This design comes from an exercise in tuning for small area and a short achievable clock period on the open sky130 flow, not from production work. Function was checked by simulation only, so behaviour that the tests miss may differ from the original. Power is estimated from default activity; no workload was simulated.

==> flow/design.v <==
package compute_pkg;
    localparam int data_width = 64;
    localparam int dest_width = 3;
    localparam int time_of   = 0;
    localparam int time_size = 16;
    localparam int chain_of    = 16;
    localparam int chain_items = 4;
    localparam int chain_size  = chain_items * dest_width;
    localparam int port_of = 28;
    localparam int tag_of   = 32;
    localparam int tag_size = 8;
    localparam logic [dest_width-1:0] detour_dest_0 = 3'd0;
    localparam logic [dest_width-1:0] detour_dest_1 = 3'd3;
    localparam logic [dest_width-1:0] dma_dest      = 3'd1;
    typedef enum logic [1:0] {
        steer_idle,
        steer_insert,
        steer_detour
    } steer_state_t;
    typedef enum logic [1:0] {
        comp_idle,
        comp_busy,
        comp_head,
        comp_data
    } compute_state_t;
endpackage
`timescale 1ns/1ps
module pkt_fifo #(
    parameter int width = compute_pkg::data_width,
    parameter int depth = 16
) (
    input  logic                               clk,
    input  logic                               rst,
    input  logic [width-1:0]                   wr_data,
    input  logic                               wr_valid,
    output logic                               wr_ready,
    input  logic                               wr_last,
    input  logic [compute_pkg::dest_width-1:0] wr_dest,
    output logic [width-1:0]                   rd_data,
    output logic                               rd_valid,
    input  logic                               rd_ready,
    output logic                               rd_last,
    output logic [compute_pkg::dest_width-1:0] rd_dest
);
    localparam int ptr_width = (depth > 1) ? $clog2(depth) : 1;
    localparam int cnt_width = $clog2(depth + 1);
    logic [width-1:0]                   mem_data [depth];
    logic                               mem_last [depth];
    logic [compute_pkg::dest_width-1:0] mem_dest [depth];
    logic [ptr_width-1:0] wr_ptr;
    logic [ptr_width-1:0] rd_ptr;
    logic [cnt_width-1:0] count;
    logic                 do_wr;
    logic                 do_rd;
    assign wr_ready = (count != cnt_width'(depth));
    assign rd_valid = (count != '0);
    assign do_wr    = wr_valid && wr_ready;
    assign do_rd    = rd_valid && rd_ready;
    assign rd_data = mem_data[rd_ptr];
    assign rd_last = mem_last[rd_ptr];
    assign rd_dest = mem_dest[rd_ptr];
    always_ff @(posedge clk) begin
        if (do_wr) begin
            mem_data[wr_ptr] <= wr_data;
            mem_last[wr_ptr] <= wr_last;
            mem_dest[wr_ptr] <= wr_dest;
        end
    end
    always_ff @(posedge clk) begin
        if (rst) begin
            wr_ptr <= '0;
            rd_ptr <= '0;
            count  <= '0;
        end else begin
            if (do_wr) begin
                wr_ptr <= (wr_ptr == ptr_width'(depth - 1)) ? '0 : wr_ptr + 1'b1;
            end
            if (do_rd) begin
                rd_ptr <= (rd_ptr == ptr_width'(depth - 1)) ? '0 : rd_ptr + 1'b1;
            end
            if (do_wr && !do_rd) begin
                count <= count + 1'b1;
            end else if (do_rd && !do_wr) begin
                count <= count - 1'b1;
            end
        end
    end
endmodule
`timescale 1ns/1ps
module ingress_steer #(
    parameter int data_width   = compute_pkg::data_width,
    parameter int max_buffered = 2
) (
    input  logic clk,
    input  logic rst,
    input  logic [data_width-1:0]              in_q_data,
    input  logic                               in_q_valid,
    output logic                               in_q_ready,
    input  logic                               in_q_last,
    input  logic [compute_pkg::dest_width-1:0] in_q_dest,
    input  logic                               in_user,
    input  logic                               buf_pkt_done,
    output logic [data_width-1:0]              buf_in_data,
    output logic                               buf_in_valid,
    input  logic                               buf_in_ready,
    output logic                               buf_in_last,
    output logic [compute_pkg::dest_width-1:0] buf_in_dest,
    output logic [data_width-1:0]              detour_s_data,
    output logic                               detour_s_valid,
    input  logic                               detour_s_ready,
    output logic                               detour_s_last,
    output logic [compute_pkg::dest_width-1:0] detour_s_dest,
    output logic                               credit_sub
);
    localparam int cnt_width = $clog2(max_buffered + 1);
    compute_pkg::steer_state_t state;
    logic [cnt_width-1:0]               buf_count;
    logic [compute_pkg::dest_width-1:0] detour_dest;
    logic                               in_fire;
    logic                               ins_done;
    assign in_fire  = in_q_valid && in_q_ready;
    assign ins_done = (state == compute_pkg::steer_insert) && in_fire && in_q_last;
    assign credit_sub = ins_done && !in_user;
    assign buf_in_data   = in_q_data[data_width-1:0];
    assign buf_in_last   = in_q_last;
    assign buf_in_dest   = in_q_dest;
    assign buf_in_valid  = (state == compute_pkg::steer_insert) && in_q_valid;
    assign detour_s_data  = in_q_data[data_width-1:0];
    assign detour_s_last  = in_q_last;
    assign detour_s_dest  = detour_dest;
    assign detour_s_valid = (state == compute_pkg::steer_detour) && in_q_valid;
    always_comb begin
        case (state)
            compute_pkg::steer_insert: in_q_ready = buf_in_ready;
            compute_pkg::steer_detour: in_q_ready = detour_s_ready;
            default:                   in_q_ready = 1'b0;
        endcase
    end
    always_ff @(posedge clk) begin
        if (rst) begin
            state <= compute_pkg::steer_idle;
        end else begin
            case (state)
                compute_pkg::steer_idle: begin
                    if (in_q_valid) begin
                        if (buf_count < cnt_width'(max_buffered)) begin
                            state <= compute_pkg::steer_insert;
                        end else begin
                            state <= compute_pkg::steer_detour;
                        end
                    end
                end
                default: begin
                    if (in_fire && in_q_last) begin
                        state <= compute_pkg::steer_idle;
                    end
                end
            endcase
        end
    end
    always_ff @(posedge clk) begin
        if (state == compute_pkg::steer_idle && in_q_valid) begin
            detour_dest <= in_q_data[compute_pkg::port_of] ?
                           compute_pkg::detour_dest_1 : compute_pkg::detour_dest_0;
        end
    end
    always_ff @(posedge clk) begin
        if (rst) begin
            buf_count <= '0;
        end else if (ins_done && !buf_pkt_done) begin
            buf_count <= buf_count + 1'b1;
        end else if (buf_pkt_done && !ins_done) begin
            buf_count <= buf_count - 1'b1;
        end
    end
endmodule
`timescale 1ns/1ps
module compute_stage #(
    parameter int data_width = compute_pkg::data_width
) (
    input  logic clk,
    input  logic rst,
    input  logic [data_width-1:0]              buf_out_data,
    input  logic                               buf_out_valid,
    output logic                               buf_out_ready,
    input  logic                               buf_out_last,
    input  logic [compute_pkg::dest_width-1:0] buf_out_dest,
    output logic [data_width-1:0]              comp_s_data,
    output logic                               comp_s_valid,
    input  logic                               comp_s_ready,
    output logic                               comp_s_last,
    output logic [compute_pkg::dest_width-1:0] comp_s_dest,
    output logic                               buf_pkt_done,
    output logic                               credit_add
);
    compute_pkg::compute_state_t state;
    logic [compute_pkg::time_size-1:0]  countdown;
    logic [compute_pkg::time_size-1:0]  head_time;
    logic [compute_pkg::dest_width-1:0] data_dest;
    logic [compute_pkg::dest_width-1:0] next_item;
    logic [compute_pkg::dest_width-1:0] next_dest;
    logic [data_width-1:0]              head_word;
    logic                               sending;
    logic                               out_fire;
    logic                               pkt_end;
    assign head_time = buf_out_data[compute_pkg::time_of +: compute_pkg::time_size];
    always_comb begin
        head_word = buf_out_data;
        head_word[compute_pkg::chain_of +: compute_pkg::chain_size] =
            buf_out_data[compute_pkg::chain_of +: compute_pkg::chain_size]
            >> compute_pkg::dest_width;
    end
    assign next_item = head_word[compute_pkg::chain_of +: compute_pkg::dest_width];
    assign next_dest = (next_item == '0) ? compute_pkg::dma_dest : next_item;
    assign sending  = (state == compute_pkg::comp_head) || (state == compute_pkg::comp_data);
    assign out_fire = comp_s_valid && comp_s_ready;
    assign pkt_end  = out_fire && buf_out_last;
    assign comp_s_valid  = sending && buf_out_valid;
    assign comp_s_last   = buf_out_last;
    assign comp_s_data   = (state == compute_pkg::comp_head) ? head_word : buf_out_data;
    assign comp_s_dest   = (state == compute_pkg::comp_head) ? next_dest : data_dest;
    assign buf_out_ready = sending && comp_s_ready;
    assign buf_pkt_done = pkt_end;
    assign credit_add   = pkt_end;
    always_ff @(posedge clk) begin
        if (rst) begin
            state     <= compute_pkg::comp_idle;
            countdown <= '0;
        end else begin
            case (state)
                compute_pkg::comp_idle: begin
                    if (buf_out_valid) begin
                        countdown <= head_time;
                        if (head_time == '0) begin
                            state <= compute_pkg::comp_head;
                        end else begin
                            state <= compute_pkg::comp_busy;
                        end
                    end
                end
                compute_pkg::comp_busy: begin
                    if (countdown == 1) begin
                        state <= compute_pkg::comp_head;
                    end
                    countdown <= countdown - 1'b1;
                end
                compute_pkg::comp_head: begin
                    if (out_fire) begin
                        state <= buf_out_last ? compute_pkg::comp_idle : compute_pkg::comp_data;
                    end
                end
                default: begin
                    if (pkt_end) begin
                        state <= compute_pkg::comp_idle;
                    end
                end
            endcase
        end
    end
    always_ff @(posedge clk) begin
        if (state == compute_pkg::comp_head && out_fire) begin
            data_dest <= next_dest;
        end
    end
endmodule
`timescale 1ns/1ps
module egress_arbiter #(
    parameter int data_width = compute_pkg::data_width
) (
    input  logic                               clk,
    input  logic                               rst,
    input  logic [data_width-1:0]              detour_s_data,
    input  logic                               detour_s_valid,
    output logic                               detour_s_ready,
    input  logic                               detour_s_last,
    input  logic [compute_pkg::dest_width-1:0] detour_s_dest,
    input  logic [data_width-1:0]              comp_s_data,
    input  logic                               comp_s_valid,
    output logic                               comp_s_ready,
    input  logic                               comp_s_last,
    input  logic [compute_pkg::dest_width-1:0] comp_s_dest,
    output logic [data_width-1:0]              out_s_data,
    output logic                               out_s_valid,
    input  logic                               out_s_ready,
    output logic                               out_s_last,
    output logic [compute_pkg::dest_width-1:0] out_s_dest
);
    logic locked;
    logic grant;
    logic prio;
    logic sel;
    logic out_fire;
    always_comb begin
        if (locked) begin
            sel = grant;
        end else if (detour_s_valid && comp_s_valid) begin
            sel = prio;
        end else begin
            sel = comp_s_valid;
        end
    end
    assign out_s_valid = sel ? comp_s_valid : detour_s_valid;
    assign out_s_data  = sel ? comp_s_data  : detour_s_data;
    assign out_s_last  = sel ? comp_s_last  : detour_s_last;
    assign out_s_dest  = sel ? comp_s_dest  : detour_s_dest;
    assign detour_s_ready = !sel && out_s_ready;
    assign comp_s_ready   = sel && out_s_ready;
    assign out_fire = out_s_valid && out_s_ready;
    always_ff @(posedge clk) begin
        if (rst) begin
            locked <= 1'b0;
            grant  <= 1'b0;
            prio   <= 1'b0;
        end else if (out_fire) begin
            if (out_s_last) begin
                locked <= 1'b0;
                prio   <= !sel;
            end else begin
                locked <= 1'b1;
                grant  <= sel;
            end
        end
    end
endmodule
`timescale 1ns/1ps
module compute_engine #(
    parameter int data_width   = compute_pkg::data_width,
    parameter int max_buffered = 2,
    parameter int in_depth     = 8,
    parameter int buffer_depth = 64,
    parameter int out_depth    = 32
) (
    input  logic                               clk,
    input  logic                               rst,
    input  logic [data_width-1:0]              s_data,
    input  logic                               s_valid,
    output logic                               s_ready,
    input  logic                               s_last,
    input  logic [compute_pkg::dest_width-1:0] s_dest,
    input  logic                               s_user,
    output logic [data_width-1:0]              m_data,
    output logic                               m_valid,
    input  logic                               m_ready,
    output logic                               m_last,
    output logic [compute_pkg::dest_width-1:0] m_dest,
    output logic                               credit_add,
    output logic                               credit_sub
);
    logic [data_width-1:0]              in_q_data;
    logic                               in_q_valid;
    logic                               in_q_ready;
    logic                               in_q_last;
    logic [compute_pkg::dest_width-1:0] in_q_dest;
    logic [data_width-1:0]              buf_in_data;
    logic                               buf_in_valid;
    logic                               buf_in_ready;
    logic                               buf_in_last;
    logic [compute_pkg::dest_width-1:0] buf_in_dest;
    logic [data_width-1:0]              buf_out_data;
    logic                               buf_out_valid;
    logic                               buf_out_ready;
    logic                               buf_out_last;
    logic [compute_pkg::dest_width-1:0] buf_out_dest;
    logic [data_width-1:0]              detour_s_data;
    logic                               detour_s_valid;
    logic                               detour_s_ready;
    logic                               detour_s_last;
    logic [compute_pkg::dest_width-1:0] detour_s_dest;
    logic [data_width-1:0]              comp_s_data;
    logic                               comp_s_valid;
    logic                               comp_s_ready;
    logic                               comp_s_last;
    logic [compute_pkg::dest_width-1:0] comp_s_dest;
    logic [data_width-1:0]              out_s_data;
    logic                               out_s_valid;
    logic                               out_s_ready;
    logic                               out_s_last;
    logic [compute_pkg::dest_width-1:0] out_s_dest;
    logic [data_width:0] in_word;
    logic                in_user;
    logic                buf_pkt_done;
    assign in_q_data = in_word[data_width-1:0];
    assign in_user   = in_word[data_width];
    pkt_fifo #(.width(data_width + 1), .depth(in_depth)) input_fifo (
        .clk      (clk),
        .rst      (rst),
        .wr_data  ({s_user, s_data}),
        .wr_valid (s_valid),
        .wr_ready (s_ready),
        .wr_last  (s_last),
        .wr_dest  (s_dest),
        .rd_data  (in_word),
        .rd_valid (in_q_valid),
        .rd_ready (in_q_ready),
        .rd_last  (in_q_last),
        .rd_dest  (in_q_dest)
    );
    ingress_steer #(.data_width(data_width), .max_buffered(max_buffered)) steer (
        .clk          (clk),
        .rst          (rst),
        .in_q_data    (in_q_data),
        .in_q_valid   (in_q_valid),
        .in_q_ready   (in_q_ready),
        .in_q_last    (in_q_last),
        .in_q_dest    (in_q_dest),
        .in_user      (in_user),
        .buf_pkt_done (buf_pkt_done),
        .buf_in_data    (buf_in_data),
        .buf_in_valid   (buf_in_valid),
        .buf_in_ready   (buf_in_ready),
        .buf_in_last    (buf_in_last),
        .buf_in_dest    (buf_in_dest),
        .detour_s_data    (detour_s_data),
        .detour_s_valid   (detour_s_valid),
        .detour_s_ready   (detour_s_ready),
        .detour_s_last    (detour_s_last),
        .detour_s_dest    (detour_s_dest),
        .credit_sub   (credit_sub)
    );
    pkt_fifo #(.width(data_width), .depth(buffer_depth)) buffer_fifo (
        .clk      (clk),
        .rst      (rst),
        .wr_data  (buf_in_data),
        .wr_valid (buf_in_valid),
        .wr_ready (buf_in_ready),
        .wr_last  (buf_in_last),
        .wr_dest  (buf_in_dest),
        .rd_data  (buf_out_data),
        .rd_valid (buf_out_valid),
        .rd_ready (buf_out_ready),
        .rd_last  (buf_out_last),
        .rd_dest  (buf_out_dest)
    );
    compute_stage #(.data_width(data_width)) compute (
        .clk          (clk),
        .rst          (rst),
        .buf_out_data    (buf_out_data),
        .buf_out_valid   (buf_out_valid),
        .buf_out_ready   (buf_out_ready),
        .buf_out_last    (buf_out_last),
        .buf_out_dest    (buf_out_dest),
        .comp_s_data    (comp_s_data),
        .comp_s_valid   (comp_s_valid),
        .comp_s_ready   (comp_s_ready),
        .comp_s_last    (comp_s_last),
        .comp_s_dest    (comp_s_dest),
        .buf_pkt_done (buf_pkt_done),
        .credit_add   (credit_add)
    );
    egress_arbiter #(.data_width(data_width)) arbiter (
        .clk      (clk),
        .rst      (rst),
        .detour_s_data    (detour_s_data),
        .detour_s_valid   (detour_s_valid),
        .detour_s_ready   (detour_s_ready),
        .detour_s_last    (detour_s_last),
        .detour_s_dest    (detour_s_dest),
        .comp_s_data    (comp_s_data),
        .comp_s_valid   (comp_s_valid),
        .comp_s_ready   (comp_s_ready),
        .comp_s_last    (comp_s_last),
        .comp_s_dest    (comp_s_dest),
        .out_s_data    (out_s_data),
        .out_s_valid   (out_s_valid),
        .out_s_ready   (out_s_ready),
        .out_s_last    (out_s_last),
        .out_s_dest    (out_s_dest)
    );
    pkt_fifo #(.width(data_width), .depth(out_depth)) output_fifo (
        .clk      (clk),
        .rst      (rst),
        .wr_data  (out_s_data),
        .wr_valid (out_s_valid),
        .wr_ready (out_s_ready),
        .wr_last  (out_s_last),
        .wr_dest  (out_s_dest),
        .rd_data  (m_data),
        .rd_valid (m_valid),
        .rd_ready (m_ready),
        .rd_last  (m_last),
        .rd_dest  (m_dest)
    );
endmodule
==> flow/run.sh <==
#!/bin/bash
# synth_recipe.tcl (not shown) runs the flow's synth.tcl, then flattens the netlist and writes it again
# the make line also repeats each setting of config.mk as NAME=value (left out here)
make -C /OpenROAD-flow-scripts/flow DESIGN_CONFIG=/design/flow/config.mk WORK_HOME=/design/flow/orfs CLKGATE_MAP_FILE= SYNTH_SCRIPT=/design/flow/synth_recipe.tcl finish
==> flow/config.mk <==
export PLATFORM = sky130hd
export DESIGN_NAME = compute_engine
export DESIGN_NICKNAME = compute_engine
export VERILOG_FILES = /design/flow/design.v
export SDC_FILE = /design/flow/constraint.sdc
export NUM_CORES = 4
export LEC_CHECK = 0
export CAP_MARGIN = 20
export CORE_MARGIN = 2
export CORE_UTILIZATION = 45
export SLEW_MARGIN = 20
export SYNTH_MEMORY_MAX_BITS = 16384
==> flow/constraint.sdc <==
create_clock -name core_clock -period 5.5 [get_ports {clk}]
set_input_delay 1.1000 -clock core_clock [delete_from_list [all_inputs] [get_ports {clk}]]
set_output_delay 1.1000 -clock core_clock [all_outputs]
set_load 0.01 [all_outputs]
==> flow_summary.ini <==
[synthesis]
ys_seq_area_share_pct = 78.3
synth_most_common_cell = edfxtp_1
synth-compound-area-share_pct = 0.842
synth_area_leader_cell = edfxtp_1
ys.flop_type = edfxtp_1
yosys-top-cells-count = edfxtp_1, mux4_2, clkbuf_1, mux2_2, nor2_1
yosys-top-cells-area = edfxtp_1, mux4_2, mux2_2
synth_top_family_by_area = multiplexers
yosys.area_share.simple_pct = 0.875
synth_mux_area_share_pct = 18.7
synth_top_area_share_pct = 77.7
ys_seq_elements = 6952
ys_types = 69
synthCells = 10800
ys_async_sr_fraction_pct = 0
synth_nets = 11000
synth_edf_count = 6868
synthXorXnorAreaFrac_pct = 0.0792
ys.warnings.count = 6
synth.avg_cell_area_um2 = 24.5
synth.cell_area_mm2 = 0.265
yosys.area_share.adder_pct = 0.197

[worst_setup_path]
r2r_setup_slack_ns = 0.89
cp.arrival_ns = 4.19
crit_required_ns = 4.40
r2r_cells = 7
crit_fanout = 4
critical_path_class = flop to output pin
path_cells = inv_1 -> ha_2 -> o41ai_2 -> buf_4 -> nor2_1 -> o31ai_4 -> nor3_1 -> o21a_1 -> and3_1 -> and2_1 -> clkdlybuf4s50_1
critPathMaxStageDelay_ns = 0.61
cp-start-kind = flop
cp_slowest_cell = clkdlybuf4s50_1
end_kind = output pin

[timing]
max_slew_margin_pct = 21.9
timing.hold.ws_ns = 0.488
period_share_pct = 96.2
fin_crit_ns = 5.29
report.final.setup_viol = 0
tightest_slew_ns = 1.17
clock.fmax_mhz = 189
fin_tns_setup_ns = 0
fin_worst_skew_ns = 0.0576
hold_viol_final = 0
slew_viol_final = 0
rsz0062_at_grt = false

[placed_design]
portBuffers = 141
hpwlAfterDp_mm = 376
post_dp_cell_area_mm2 = 0.281
gp_congestion = 0.806
dp_cells = 18800

[route]
avgRoutedWirePerCell_um = 35.6
drc = 0
drt-pass1-iter-count = 5
drtIter0Drc = 17400
drt-vias-per-instance = 6.21
via_count = 125000
wirelength_mm = 714
antenna_left = 0

[grt]
grt_max_degree = 106
grt-ovfl-total = 0
grt_usage_pct = 23.7
grt.busiest_layer = met2
first_global_vias = 126000
grt_use_met2_pct = 39.0
groute.layer.met3.usage_pct = 3.81
grt_pass1_wl_mm = 987
antenna_found_initial = 25
grt_use_met1_pct = 33.5

[cts]
numCtsBuffers = 695
clk_pin_slew_ns = 0.06
cts_tree = built
cts_htree_levels = 6
clock_latency_ns = 1.14
cts_root_buffer = clkbuf_16
clk_path_buf_depth = 4
cts_sinks = 6952

[run]
cap_viol_max_count = 0

[floorplanning]
fp.dieW_um = 772
core_region_area_mm2 = 0.589
io_pins = 145
dieArea_mm2 = 0.596
initial_core_util_pct = 45.1
fp-row-count = 282
die_h_um = 772

[finish]
final_nets = 11800
fin_area_mm2 = 0.304
drive_above_1_share_pct = 31.9
fin_cells = 20000
syn_to_final_growth_pct = 14.4
final_core_util_pct = 51.6
fill_cells = 44800

[pwr]
cellPowerDensity_mw_per_mm2 = 426
p_leak_nw = 90.8
peakVddDrop_uv = 349

[worst_hold_path]
min_delay_path_depth = 2
hold_path.class = flop to flop

[status]
status = finished clean
## state kept, by name, indices dropped and copies added (netlist names), 2 cells and up, named ones only
name,flops
steer.state,2
buffer_fifo.mem_data,4096
input_fifo.mem_data,520
input_fifo.count,4
compute.countdown,16
buffer_fifo.mem_last,64
output_fifo.count,6
output_fifo.mem_last,32
buffer_fifo.rd_ptr,6
steer.buf_count,2
buffer_fifo.count,7
compute.state,2
input_fifo.mem_last,8
input_fifo.rd_ptr,3
output_fifo.mem_dest,96
compute.data_dest,3
output_fifo.rd_ptr,5
buffer_fifo.wr_ptr,6
output_fifo.wr_ptr,5
output_fifo.mem_data,2048
input_fifo.wr_ptr,3
## stage by stage
| stage | total power (W) | setup slack, ns |
|---|---|---|
| final | 0.129 | 0.209 |
| after global routing | 0.134 | 0.0446 |
| after CTS | 0.130 | 0.0510 |
| after detailed placement | 0.0844 | 0.744 |
| after global placement | 0.0837 | 0.788 |
| after floorplan | 0.0770 | -3.26 |
## worst max-delay path, delay by kind of cell (launching register included)
family,cells,cell delay [ns]
AO/OA/AOI/OAI,3,0.43
buffers and inverters,3,0.92
AND/OR/NAND/NOR,4,1.00
flip-flops,1,0.33
adder cells (fa/ha/maj),1,0.38
## cell usage in the layout, fill, tap and decap left out, drive strengths merged, types with 15 or more instances in the layout
| cell | instances |
|---|---|
| nor2b | 21 |
| a22oi | 32 |
| o221ai | 24 |
| ha | 37 |
| clkdlybuf4s50 | 140 |
| nor2 | 187 |
| inv | 65 |
| edfxtp | 6868 |
| mux2 | 191 |
| o22ai | 33 |
| bufinv | 54 |
| a21oi | 85 |
| a31oi | 15 |
| buf | 548 |
| clkinv | 291 |
| nand2 | 151 |
| nand3 | 22 |
| mux4 | 2036 |
| o21ai | 59 |
| clkbuf | 865 |
| or3 | 17 |
| dfxtp | 84 |
| mux2i | 159 |
| nor3 | 25 |
| diode | 20 |
## final cells by class
type / instances / area (um^2) / share of cell area (%)
Sequential cell: 6952 / 208000 / 68.5
Multi-Input combinational cell: 3295 / 55800 / 18.4
Clock buffer: 865 / 18300 / 6.02
Tap cell: 7810 / 9770 / 3.22
Timing Repair Buffer: 688 / 7820 / 2.57
Clock inverter: 388 / 3690 / 1.22
Inverter: 31 / 131 / 0.0433
Antenna cell: 20 / 50.0 / 0.0165
## path summary, 6_finish.rpt
path                                            from                                    end
hold / removal    compute.countdown[13]$_SDFFE_PP0P_     compute.countdown[13]$_SDFFE_PP0P_
setup / recovery         steer.state[0]$_SDFFE_PP0P_                             credit_sub
hold reg to reg   compute.countdown[13]$_SDFFE_PP0P_     compute.countdown[13]$_SDFFE_PP0P_
setup reg to reg                                flop  output_fifo.mem_data[6][43]$_DFFE_PP_
## power breakdown
group	leakage, nW	switching, W	total [W]	internal [W]
registers	62.5	0.000362	0.0633	0.0630
clock network	10.7	0.0200	0.0461	0.0262
logic	17.6	0.0120	0.0200	0.00799
## logic make-up after synthesis
logic type / after synthesis
flops: 6952
simple gates: 506
buf+inv: 592
compound gates: 339
mux: 2386
fa+ha+maj: 40
xor+xnor: 24
## per-layer routing
| metal | vias up | wire, um |
|---|---|---|
| li1 | 48700 | - |
| met3 | 1034 | 61600 |
| met2 | 6307 | 350000 |
| met1 | 68500 | 283000 |
| met5 | - | 33 |
| met4 | 4 | 18200 |
## timing repair
action                                  in CTS  in global routing
buffers inserted                             6                  0
gates resized for setup                      5                  1
hold buffers                                 0                  0
endpoints found under the setup margin      20                  1

## separate check: timing with driven ports
No port has a modelled driver above. Below, the same layout with a new extraction and two added sets of constraints. Step 1: set_driving_cell puts a clkbuf_16 on clk and a buf_2 on each other input, an assumption about the parent block. Step 2 moves the port delays by t, midway between the first and last clock arrival at a register: inputs arrive t later, outputs are due t later. That takes back most of the time a late clock gives input paths. Slacks: ideal / step 1 / step 2; pairs: ideal / step 1.
t, ns: 1.232
setup slack, ns: 0.209 / 0.084 / 0.894
hold WS [ns]: 0.488 / 0.488 / 0.488
slew at the worst register clock pin (ns): 0.07 / 0.07
After both steps this run still meets setup and hold. For this run, drivers alone change the setup slack by -0.125 ns; drivers and shift together by +0.685 ns.
